Background: an optimization exercise with open tools, aiming at small area. Do not read the settings as production practice.
The RTL was checked by simulation tests, not by an equivalence proof against the original design.
No driver is modelled on the clock port, so clocking that relies on it looks cheaper here than on a real chip.

// matmul_top
module matmul_top #(
  parameter int DATA_W = 32,
  parameter int ADDR_W = 12
) (
  input  logic              clk,
  input  logic              reset_n,
  input  logic              dut_valid,
  output logic              dut_ready,
  output logic [ADDR_W-1:0] input_read_address,
  input  logic [DATA_W-1:0] input_read_data,
  output logic [ADDR_W-1:0] weight_read_address,
  input  logic [DATA_W-1:0] weight_read_data,
  output logic              result_write_enable,
  output logic [ADDR_W-1:0] result_write_address,
  output logic [DATA_W-1:0] result_write_data
);
Settings: LEC_CHECK=0, CAP_MARGIN=20, CORE_MARGIN=2, CORE_UTILIZATION=70, CTS_BUF_LIST=sky130_fd_sc_hd__clkbuf_4 sky130_fd_sc_hd__clkbuf_8, GPL_TIMING_DRIVEN=0, SLEW_MARGIN=20, SYNTH_HIERARCHICAL=1, SYNTH_MINIMUM_KEEP_SIZE=0; clock period 10.0 ns.
standard.sh (not shown) runs the stock make flow with config.mk's settings and CLKGATE_MAP_FILE= SYNTH_SCRIPT=/design/flow/synth_recipe.tcl, a recipe that flattens the netlist after the stock synthesis.
==> flow/flow/run.sh <==
#!/bin/bash
# The standard layout, with the port buffers made from the smallest buffer
# cell instead of the one buffer_ports picks by itself, and small clock
# buffers (fix_clk.tcl sizes up the leaves that drive many flip-flops).
set -euo pipefail
export BUFFER_PORTS_ARGS="-buffer_cell sky130_fd_sc_hd__buf_1"
export REMOVE_ABC_BUFFERS=1
export CTS_ARGS="-sink_clustering_enable -repair_clock_nets -root_buf sky130_fd_sc_hd__clkbuf_8 -buf_list sky130_fd_sc_hd__clkbuf_4 -dont_use_dummy_load"
export POST_CTS_TCL="$PWD/flow/fix_clk.tcl"
bash standard.sh > standard.log 2>&1
==> flow/flow/fix_clk.tcl <==
# After CTS: a leaf clock buffer with many flip-flops gets the next size up,
# to keep the slew at their clock pins low.
set block [ord::get_db_block]
set n_up 0
foreach inst [$block getInsts] {
  if { [[$inst getMaster] getName] ne "sky130_fd_sc_hd__clkbuf_4" } { continue }
  set net [[$inst findITerm X] getNet]
  if { $net eq "NULL" } { continue }
  set fanout [expr { [llength [$net getITerms]] - 1 }]
  if { $fanout >= 10 } {
    replace_cell [get_cells [$inst getName]] [get_lib_cells sky130_fd_sc_hd__clkbuf_8]
    incr n_up
  }
}
puts "fix_clk: $n_up leaf clock buffers sized up"
if { $n_up > 0 } {
  detailed_placement
  check_placement -verbose
  estimate_parasitics -placement
}
The first run completed without violations.
==> next run, changes <==
==> flow/flow/run.sh (replaced) <==
#!/bin/bash
# The standard layout, with the port buffers made from the smallest buffer
# cell instead of the one buffer_ports picks by itself.
set -euo pipefail
export BUFFER_PORTS_ARGS="-buffer_cell sky130_fd_sc_hd__buf_1"
export REMOVE_ABC_BUFFERS=1
export CTS_ARGS="-sink_clustering_enable -repair_clock_nets -buf_list sky130_fd_sc_hd__clkbuf_8 -sink_buffer_max_cap_derate 1.0 -dont_use_dummy_load"
bash standard.sh > standard.log 2>&1
removed: flow/flow/fix_clk.tcl
=> Design area went up by 0.67%; fmax barely changes; setup slack is worse by 0.0085 ns; sequential share of layout area shrinks by 0.16 points; cell count does not change; wire length is about the same; clock-buffer cell count is unchanged.
==> next run, changes <==
==> flow/flow/run.sh (replaced) <==
#!/bin/bash
# The standard layout, with the port buffers made from the smallest buffer
# cell instead of the one buffer_ports picks by itself, and small clock
# buffers (fix_clk.tcl sizes up the leaves that drive many flip-flops).
set -euo pipefail
export BUFFER_PORTS_ARGS="-buffer_cell sky130_fd_sc_hd__buf_1"
export REMOVE_ABC_BUFFERS=1
export CTS_ARGS="-sink_clustering_enable -repair_clock_nets -root_buf sky130_fd_sc_hd__clkbuf_8 -buf_list sky130_fd_sc_hd__clkbuf_4 -dont_use_dummy_load"
export POST_CTS_TCL="$PWD/flow/fix_clk.tcl"
bash standard.sh > standard.log 2>&1
==> flow/flow/fix_clk.tcl (new file) <==
# After CTS: a leaf clock buffer with many flip-flops gets the next size up,
# to keep the slew at their clock pins low.
set block [ord::get_db_block]
set n_up 0
foreach inst [$block getInsts] {
  if { [[$inst getMaster] getName] ne "sky130_fd_sc_hd__clkbuf_4" } { continue }
  set net [[$inst findITerm X] getNet]
  if { $net eq "NULL" } { continue }
  set fanout [expr { [llength [$net getITerms]] - 1 }]
  if { $fanout >= 8 } {
    replace_cell [get_cells [$inst getName]] [get_lib_cells sky130_fd_sc_hd__clkbuf_8]
    incr n_up
  }
}
puts "fix_clk: $n_up leaf clock buffers sized up"
if { $n_up > 0 } {
  detailed_placement
  check_placement -verbose
  estimate_parasitics -placement
}
After rerunning: Non-clock buffer count does not change; setup slack loses 0.013 ns; count of clock-buffer cells in the layout stays the same; maximum frequency hardly moves; via count is about the same; cell area falls slightly; synthesized cell count stays the same.

---

## try-onyx
Another version of the RTL of matmul_top (not shown whole).
Size: ~1100 cells after synthesis, about 140 I/O pins, ~12000 µm² of cells after synthesis.
==> flow/config.mk <==
export PLATFORM = sky130hd
export DESIGN_NAME = matmul_top
export DESIGN_NICKNAME = matmul_top
export VERILOG_FILES = /design/flow/design.v
export SDC_FILE = /design/flow/constraint.sdc
export NUM_CORES = 4
export LEC_CHECK = 0
export CAP_MARGIN = 20
export CORE_MARGIN = 2
export CORE_UTILIZATION = 70
export CTS_BUF_LIST = sky130_fd_sc_hd__clkbuf_4 sky130_fd_sc_hd__clkbuf_8
export GPL_TIMING_DRIVEN = 0
export SLEW_MARGIN = 20
export SYNTH_HIERARCHICAL = 1
export SYNTH_MINIMUM_KEEP_SIZE = 0
==> flow/constraint.sdc <==
create_clock -name core_clock -period 10.0 [get_ports {clk}]
set_input_delay 2.0000 -clock core_clock [delete_from_list [all_inputs] [get_ports {clk}]]
set_output_delay 2.0000 -clock core_clock [all_outputs]
set_load 0.01 [all_outputs]
==> flow/flow/run.sh <==
#!/bin/bash
# The standard layout, with the port buffers made from the smallest buffer
# cell instead of the one buffer_ports picks by itself.
set -euo pipefail
export BUFFER_PORTS_ARGS="-buffer_cell sky130_fd_sc_hd__buf_1"
export REMOVE_ABC_BUFFERS=1
bash standard.sh > standard.log 2>&1
Edits applied to the flow inputs when going from try-onyx to try-sierra:
Settings: a change of CORE_UTILIZATION from 70 to 40; a deleted GPL_TIMING_DRIVEN that had been 0; a deleted CTS_BUF_LIST that had been sky130_fd_sc_hd__clkbuf_4 sky130_fd_sc_hd__clkbuf_8.
==> flow/run.sh (new file) <==
#!/bin/bash
# synth_recipe.tcl (not shown) runs the flow's synth.tcl, then flattens the netlist and writes it again
# the make line also repeats each setting of config.mk as NAME=value (left out here)
make -C /OpenROAD-flow-scripts/flow DESIGN_CONFIG=/design/flow/config.mk WORK_HOME=/design/flow/orfs CLKGATE_MAP_FILE= SYNTH_SCRIPT=/design/flow/synth_recipe.tcl finish
removed: flow/flow/run.sh
removed: flow/standard.sh
==> results.txt <==
- Comparing try-onyx with try-sierra, the worst hold slack across all endpoints came out essentially unchanged.
- try-sierra ended up with a lower post-route clock period utilization than try-onyx did.
- Summary of try-sierra over try-onyx: worst setup slack climbed 0.11 ns, number of tap cells added at floorplan rose 78%.
For try-umber, these inputs were changed with respect to try-sierra:
Settings: CORE_UTILIZATION changed from 40 to 65; CTS_BUF_LIST newly set to sky130_fd_sc_hd__clkbuf_4 sky130_fd_sc_hd__clkbuf_8.
==> flow/flow/run.sh (new file) <==
#!/bin/bash
# The standard layout, with the port buffers made from the smallest buffer
# cell instead of the one buffer_ports picks by itself.
set -euo pipefail
export BUFFER_PORTS_ARGS="-buffer_cell sky130_fd_sc_hd__buf_1"
bash standard.sh > standard.log 2>&1
==> flow/standard.sh (new file) <==
#!/bin/bash
# synth_recipe.tcl (not shown) runs the flow's synth.tcl, then flattens the netlist and writes it again
# the make line also repeats each setting of config.mk as NAME=value (left out here)
make -C /OpenROAD-flow-scripts/flow DESIGN_CONFIG=/design/flow/config.mk WORK_HOME=/design/flow/orfs CLKGATE_MAP_FILE= SYNTH_SCRIPT=/design/flow/synth_recipe.tcl "${@:-finish}"
removed: flow/run.sh
Findings:
Delta(source-to-sink clock delay at the later pin of the worst-skew pair, try-umber - try-sierra) > 0. Cell type of the slowest stage on the worst timing path = fa_1: try-sierra; cell type of the slowest stage on the worst timing path = mux4_2: try-umber. Headroom to the max-slew limit delta (try-umber − try-sierra): unfavourable. When the final numbers for try-sierra and try-umber were put side by side, the critical path depth turned out to be greater in try-sierra. The lower number of search-and-repair iterations in the first detailed-routing pass came out of try-sierra.
Inputs modified between try-umber and try-fjord:
Settings: CTS_CLUSTER_SIZE now 40, previously not set; CTS_CLUSTER_DIAMETER now 80, previously not set; GPL_TIMING_DRIVEN now 0, previously not set; CORE_UTILIZATION now 70, was 65.
--- a/flow/flow/run.sh
+++ b/flow/flow/run.sh
@@ -4,3 +4,4 @@
 set -euo pipefail
 export BUFFER_PORTS_ARGS="-buffer_cell sky130_fd_sc_hd__buf_1"
+export REMOVE_ABC_BUFFERS=1
 bash standard.sh > standard.log 2>&1
--- outcome ---
No stage failed in try-fjord, and the final checks on the layout all came back clean. try-fjord against try-umber: via count saw a decrease, total detailed-routing wirelength saw a decrease, number of vias per cell after detailed routing saw an increase, inverter count of the layout excluding clock inverters saw little to no change. try-fjord vs try-umber: global-route wire length before repair down.
Relative to try-fjord, the following input files were edited for try-xenon:
Settings: removing CTS_CLUSTER_SIZE (formerly 40); changing CORE_UTILIZATION from 70 to 65; removing CTS_CLUSTER_DIAMETER (formerly 80); removing GPL_TIMING_DRIVEN (formerly 0).
==> flow/run.sh (new file) <==
#!/bin/bash
# synth_recipe.tcl (not shown) runs the flow's synth.tcl, then flattens the netlist and writes it again
# the make line also repeats each setting of config.mk as NAME=value (left out here)
make -C /OpenROAD-flow-scripts/flow DESIGN_CONFIG=/design/flow/config.mk WORK_HOME=/design/flow/orfs CLKGATE_MAP_FILE= SYNTH_SCRIPT=/design/flow/synth_recipe.tcl finish
removed: flow/flow/run.sh
removed: flow/standard.sh
==> results.txt <==
- Per the comparison of try-xenon with try-fjord, quantity of I/O buffers inserted on ports essentially unchanged, synthesized cell count essentially unchanged.
- On routed wire length: between try-fjord and try-xenon, it ends up higher for try-xenon.
- try-xenon vs try-fjord on first-iteration DRC count: try-xenon is the higher one.
- Final setup slack of the worst path (try-xenon over try-fjord): increase, 0.027 ns
- Diff try-fjord -> try-xenon: starting utilization of the core area shrank by 5.4 points; critical path depth shrank by about 8%; wire length of the first global-routing pass grew by 1.8 mm; design area grew by 8.0%; met2 routing resource usage after global routing shrank by 0.44 points.

what the ideal ports hide:
In the flow no input, the clock included, has a driving cell. The finished layouts below were timed again as built, in two steps.
Step 1, drivers: a clkbuf_16 drives clk and a buf_2 each remaining input, both assumed.
Step 2 adds t to the input delays and takes it off the output delays; t is the mean of the earliest and latest rising clock arrival at the registers after step 1. Input paths then give back, and output paths get back, about the clock's delay inside the block.
Slacks: ideal / step 1 / step 2; pairs: ideal / step 1.
run	t (ns)	slack for setup (ns)	hold WS [ns]	worst setup path after step 2
the first run of note 1	0.461	0.323 / 0.341 / -0.120	0.459 / 0.459 / 0.459	input to register
the second run of note 1	0.483	0.315 / 0.331 / -0.151	0.463 / 0.463 / 0.463	input to register
the third run of note 1	0.457	0.302 / 0.320 / -0.137	0.469 / 0.469 / 0.469	input to register
try-onyx	0.488	0.300 / 0.317 / -0.172	0.514 / 0.514 / 0.514	input to register
try-sierra	0.473	0.413 / 0.444 / -0.029	0.514 / 0.514 / 0.514	input to register
try-umber	0.493	0.541 / 0.564 / 0.071	0.500 / 0.500 / 0.500	input to register
try-fjord	0.488	0.300 / 0.317 / -0.172	0.514 / 0.514 / 0.514	input to register
try-xenon	0.489	0.327 / 0.345 / -0.145	0.508 / 0.508 / 0.508	input to register
With both steps, setup timing fails in 7 of these runs, where it was met with ideal ports.
